Source: an optimization exercise on an open RTL-to-GDS flow (aim: small area, a short achievable clock period and few clock cycles per item). Production flows keep margins and buffers that such runs may drop.
RTL that was checked went through simulation tests only; none was proved equivalent to the original.
Power figures rest on the tool's default switching activity, not on a simulated workload.

== garnet ==
==> flow/design.v <==
`default_nettype none
package wqe_fetch_pkg;
    localparam int WQE_WIDTH  = 512;
    localparam int WQE_BYTES  = WQE_WIDTH / 8;
    localparam int ADDR_WIDTH = 32;
    localparam int QPID_LSB   = 328;
    localparam int QPID_WIDTH = 4;
    localparam int QPID_MSB   = QPID_LSB + QPID_WIDTH - 1;
    localparam int PAD_WIDTH  = WQE_WIDTH - QPID_MSB - 1;
    typedef logic [ADDR_WIDTH-1:0] addr_t;
    typedef union packed {
        logic [WQE_WIDTH-1:0] raw;
        struct packed {
            logic [PAD_WIDTH-1:0]  pad;
            logic [QPID_WIDTH-1:0] qpn;
            logic [QPID_LSB-1:0]   body;
        } f;
    } wqe_u;
endpackage
`default_nettype wire
`timescale 1ns/100ps
`default_nettype none
import wqe_fetch_pkg::*;
module wqe_fetch_top
#(
    parameter int MAX_QP   = 16,
    parameter int SQ_DEPTH = 4096,
    parameter int BODY     = 32          
)(
    input  logic                  clk,
    input  logic                  rst_n,
    output logic                  o_fetch_ready,
    input  logic                  i_arbit_val,
    input  logic [QPID_WIDTH-1:0] i_qp_idx,
    input  logic [MAX_QP-1:0]     i_active,
    input  logic [MAX_QP-1:0]     i_wqe_cache_alfull,
    input  logic [ADDR_WIDTH-1:0] i_sq_base,
    output logic [ADDR_WIDTH-1:0] o_axi_araddr,
    output logic                  o_axi_arvalid,
    input  logic                  i_axi_arready,
    input  logic [WQE_WIDTH-1:0]  i_axi_rdata,
    input  logic                  i_axi_rvalid,
    output logic                  o_axi_rready,
    output logic                  o_wqe_cache_wr,
    output logic [WQE_WIDTH-1:0]  o_wqe,
    input  logic [MAX_QP-1:0]     i_wqe_cache_full
);
    localparam int PI_WIDTH = $clog2(SQ_DEPTH);
    localparam int BA       = $clog2(BODY);
    localparam int OFF_LSB  = $clog2(WQE_BYTES);
    localparam int OFF_W    = ADDR_WIDTH - OFF_LSB;
    logic                  g_valid;
    logic [QPID_WIDTH-1:0] g_qp;
    logic [PI_WIDTH-1:0]   sq_pi  [MAX_QP];
    logic [MAX_QP-1:0]     pi_vld;
    logic                  ar_valid;
    logic [OFF_W-1:0]      ar_addr;
    logic                  hd_vld;
    logic [QPID_WIDTH-1:0] hd_qp;
    logic [QPID_WIDTH-1:0] body [BODY];
    logic [BA:0]           bwp;
    logic [BA:0]           brp;
    logic                  req_ok_q;
    logic                  grant;
    logic                  xfer;
    logic                  ar_fire;
    logic                  push;
    logic                  body_empty;
    logic                  body_full;
    logic                  to_head;
    logic [PI_WIDTH-1:0]   cur_pi;
    logic [MAX_QP-1:0]     hd_sel;
    assign body_empty = (bwp == brp);
    assign body_full  = (bwp == {~brp[BA], brp[BA-1:0]});
    assign xfer          = g_valid & ~body_full & (~ar_valid | i_axi_arready);
    assign o_fetch_ready = req_ok_q & (~g_valid | xfer);
    assign grant         = i_arbit_val & o_fetch_ready;
    assign ar_fire       = ar_valid & i_axi_arready;
    assign cur_pi        = pi_vld[g_qp] ? sq_pi[g_qp] : '0;
    assign to_head       = ~hd_vld | (push & body_empty);
    always_ff @(posedge clk or negedge rst_n)
    begin
        if (!rst_n)
        begin
            g_valid  <= 1'b0;
            pi_vld   <= '0;
            ar_valid <= 1'b0;
            hd_vld   <= 1'b0;
            bwp      <= '0;
            brp      <= '0;
            req_ok_q <= 1'b0;
        end
        else
        begin
            req_ok_q <= (|i_active) & ~(&i_wqe_cache_alfull);
            if (grant)
                g_valid <= 1'b1;
            else if (xfer)
                g_valid <= 1'b0;
            if (xfer)
                pi_vld[g_qp] <= 1'b1;
            if (xfer)
                ar_valid <= 1'b1;
            else if (ar_fire)
                ar_valid <= 1'b0;
            if (xfer)
                hd_vld <= 1'b1;
            else if (push & body_empty)
                hd_vld <= 1'b0;
            if (xfer & ~to_head)
                bwp <= bwp + 1'b1;
            if (push & ~body_empty)
                brp <= brp + 1'b1;
        end
    end
    always_ff @(posedge clk)
    begin
        if (grant)
            g_qp <= i_qp_idx;
        if (xfer)
        begin
            sq_pi[g_qp] <= cur_pi + 1'b1;
            ar_addr <= i_sq_base[ADDR_WIDTH-1:OFF_LSB] + OFF_W'({g_qp, cur_pi});
        end
        if (xfer & ~to_head)
            body[bwp[BA-1:0]] <= g_qp;
        if (xfer & to_head)
            hd_qp <= g_qp;
        else if (push)
            hd_qp <= body[brp[BA-1:0]];
    end
    assign o_axi_arvalid = ar_valid;
    assign o_axi_araddr  = {ar_addr, i_sq_base[OFF_LSB-1:0]};
    always_comb
    begin
        hd_sel = '0;
        hd_sel[hd_qp] = 1'b1;
    end
    assign o_wqe_cache_wr = i_axi_rvalid & hd_vld;
    assign o_axi_rready   = ~|(i_wqe_cache_full & hd_sel);
    assign push           = o_wqe_cache_wr & o_axi_rready;
    assign o_wqe          = {{PAD_WIDTH{1'b0}}, hd_qp, i_axi_rdata[QPID_LSB-1:0]};
endmodule
`default_nettype wire
export LEC_CHECK = 0
export CAP_MARGIN = 20
export CORE_AREA = 10 10 410 410
export DIE_AREA = 0 0 420 420
export SETUP_SLACK_MARGIN = 4.4
export SLEW_MARGIN = 20
create_clock -name core_clock -period 8.0 [get_ports {clk}]
standard.sh (not shown) runs the stock make flow with config.mk's settings and CLKGATE_MAP_FILE= SYNTH_SCRIPT=/design/flow/synth_recipe.tcl, a recipe that flattens the netlist after the stock synthesis.
==> flow/flow/run.sh <==
#!/bin/bash
# Standard layout with three changes: port buffers are buf_1, constant outputs share
# tie cells through per-port buffers (flow/ties.tcl), and CTS adds no dummy loads.
set -euo pipefail
here=$(pwd)
export BUFFER_PORTS_ARGS="-buffer_cell sky130_fd_sc_hd__buf_1"
export POST_GLOBAL_PLACE_TCL=$here/flow/ties.tcl
export CTS_ARGS="-sink_clustering_enable -repair_clock_nets -dont_use_dummy_load"
bash standard.sh > standard.log 2>&1
==> flow/flow/ties.tcl <==
# Run after global placement (POST_GLOBAL_PLACE_TCL), once buffer_ports has run.
# The standard flow gives every constant output its own tie cell. Here each constant
# output gets a buf_1 in its tie's place instead, and neighbouring buffers share one
# tie cell, so far fewer tie cells are left with an unused, unextracted pin.
set block [ord::get_db_block]
set bufm [[ord::get_db] findMaster sky130_fd_sc_hd__buf_1]
set group 10
set ports {}
foreach inst [$block getInsts] {
  if {[[$inst getMaster] getName] ne "sky130_fd_sc_hd__conb_1"} { continue }
  foreach pin {LO HI} {
    set net [[$inst findITerm $pin] getNet]
    if {$net eq "NULL"} { continue }
    set bts [$net getBTerms]
    if {[llength $bts] != 1 || [llength [$net getITerms]] != 1} { continue }
    set bt [lindex $bts 0]
    set box [$bt getBBox]
    # order ports along the die edge so that a group's ports are neighbours
    lappend ports [list $pin [$box xMin] [$box yMin] $inst $net]
  }
}
proc edge_key {p} {
  lassign $p pin x y
  return [list $pin [expr {$x + 100000 * $y}]]
}
set ports [lsort -command {apply {{a b} {
  set ka [edge_key $a]; set kb [edge_key $b]
  if {[lindex $ka 0] ne [lindex $kb 0]} { return [string compare [lindex $ka 0] [lindex $kb 0]] }
  return [expr {[lindex $ka 1] < [lindex $kb 1] ? -1 : ([lindex $ka 1] > [lindex $kb 1])}]
}}} $ports]
set n 0
set k 0
set lastpin ""
foreach p $ports {
  lassign $p pin x y tie net
  set loc [$tie getLocation]
  if {$k % $group == 0 || $pin ne $lastpin} {
    set k 0
    set shared [odb::dbNet_create $block "tie_shared_$n"]
    set it [$tie findITerm $pin]
    $it disconnect
    $it connect $shared
  } else {
    odb::dbInst_destroy $tie
  }
  set b [odb::dbInst_create $block $bufm "tie_buf_$n"]
  $b setLocation [lindex $loc 0] [lindex $loc 1]
  $b setPlacementStatus PLACED
  [$b findITerm A] connect $shared
  [$b findITerm X] connect $net
  set lastpin $pin
  incr n
  incr k
}
puts "ties.tcl: $n constant outputs buffered from shared tie cells"
garnet: all stages complete, timing, DRC and antenna checks passed
diff inputs: garnet => violet
diff --git a/flow/design.v b/flow/design.v
--- a/flow/design.v
+++ b/flow/design.v
@@ -57,6 +57,7 @@
     logic [OFF_W-1:0]      ar_addr;
     logic                  hd_vld;
     logic [QPID_WIDTH-1:0] hd_qp;
+    logic [MAX_QP-1:0]     hd_sel;      
     logic [QPID_WIDTH-1:0] body [BODY];
     logic [BA:0]           bwp;
     logic [BA:0]           brp;
@@ -69,7 +70,26 @@
     logic                  body_full;
     logic                  to_head;
     logic [PI_WIDTH-1:0]   cur_pi;
-    logic [MAX_QP-1:0]     hd_sel;
+    logic [QPID_WIDTH-1:0] hd_nxt;
+    function automatic logic [OFF_W-1:0] prefix_add(input logic [OFF_W-1:0] a,
+                                                    input logic [OFF_W-1:0] b);
+        logic [OFF_W-1:0] g;
+        logic [OFF_W-1:0] p;
+        logic [OFF_W-1:0] gg;
+        logic [OFF_W-1:0] pp;
+        g  = a & b;
+        p  = a ^ b;
+        gg = g;
+        pp = p;
+        for (int l = 1; l < OFF_W; l = l * 2)
+            for (int i = 0; i < OFF_W; i++)
+                if ((i / l) % 2 == 1)
+                begin
+                    gg[i] = gg[i] | (pp[i] & gg[(i / l) * l - 1]);
+                    pp[i] = pp[i] & pp[(i / l) * l - 1];
+                end
+        prefix_add = p ^ {gg[OFF_W-2:0], 1'b0};
+    endfunction
     assign body_empty = (bwp == brp);
     assign body_full  = (bwp == {~brp[BA], brp[BA-1:0]});
     assign xfer          = g_valid & ~body_full & (~ar_valid | i_axi_arready);
@@ -120,22 +140,19 @@
         if (xfer)
         begin
             sq_pi[g_qp] <= cur_pi + 1'b1;
-            ar_addr <= i_sq_base[ADDR_WIDTH-1:OFF_LSB] + OFF_W'({g_qp, cur_pi});
+            ar_addr <= prefix_add(i_sq_base[ADDR_WIDTH-1:OFF_LSB], OFF_W'({g_qp, cur_pi}));
         end
         if (xfer & ~to_head)
             body[bwp[BA-1:0]] <= g_qp;
-        if (xfer & to_head)
-            hd_qp <= g_qp;
-        else if (push)
-            hd_qp <= body[brp[BA-1:0]];
+        if ((xfer & to_head) | push)
+        begin
+            hd_qp  <= hd_nxt;
+            hd_sel <= MAX_QP'(1) << hd_nxt;
+        end
     end
     assign o_axi_arvalid = ar_valid;
     assign o_axi_araddr  = {ar_addr, i_sq_base[OFF_LSB-1:0]};
-    always_comb
-    begin
-        hd_sel = '0;
-        hd_sel[hd_qp] = 1'b1;
-    end
+    assign hd_nxt = (xfer & to_head) ? g_qp : body[brp[BA-1:0]];
     assign o_wqe_cache_wr = i_axi_rvalid & hd_vld;
     assign o_axi_rready   = ~|(i_wqe_cache_full & hd_sel);
     assign push           = o_wqe_cache_wr & o_axi_rready;
Findings:
Library cell contributing the largest single delay on the critical path = mux4_2: garnet; library cell contributing the largest single delay on the critical path = and4_4: violet
Against garnet, violet comes in about 2% lower on number of ordinary and repair buffers in the finished layout.
On design internal power, garnet loses to violet.
Number of flops mapped to enable cells by yosys in violet vs garnet: up 16
Row cell depth of the worst setup path: violet lower / garnet higher
Relative to garnet, the final cell area reported for violet is higher.
Going from garnet to violet, total length of routed wires shrank by more than 10%.
Of violet and garnet, the lower total placed instance area belongs to garnet.
From garnet to violet the numbers moved as follows: reported clock group power went up; longest individual stage delay on the worst path went down.
Relative to garnet, worst-margin pin slew increased by 33 ps in violet.
Summary of the comparison: pin count of the biggest net entering global routing is higher in violet, relative to garnet.
violet: ratio of routed vias to standard cells 0.050 above garnet
Length in cells of the worst reg-to-reg path (lower): violet
Looking at post-route worst setup slack, violet sits above garnet.
Testbench counts of violet, summed over its fixed seeds: cycles 11,267, items 8,000.
No functional check of the RTL was part of garnet.

[re-timing with driven ports]
No port has a modelled driver above. Below, the same layouts with a new extraction and two added sets of constraints.
Step 1 sets driving cells, clkbuf_16 on the clock port and buf_2 on the other inputs (assumed; they add their load-dependent delay and slew).
Step 2, shift: input delay + t, output delay - t, t = (earliest + latest rising clock arrival at the registers) / 2. This alone moves slack from input paths to output paths.
Slacks: ideal / step 1 / step 2; pairs: ideal / step 1.
| run | shift t [ns] | slack for setup (ns) | hold WS [ns] | worst register clock-pin slew, ns |
|---|---|---|---|---|
| garnet | 0.573 | 3.857 / 3.817 / 3.817 | 0.454 / 0.454 / 0.454 | 0.07 / 0.07 |
| violet | 0.601 | 3.952 / 3.929 / 3.929 | 0.448 / 0.448 / 0.448 | 0.06 / 0.06 |
After both steps every run listed still meets setup and hold. The setup slack of garnet, which loses most, moves by -0.040 ns with the drivers and by -0.040 ns with both steps.
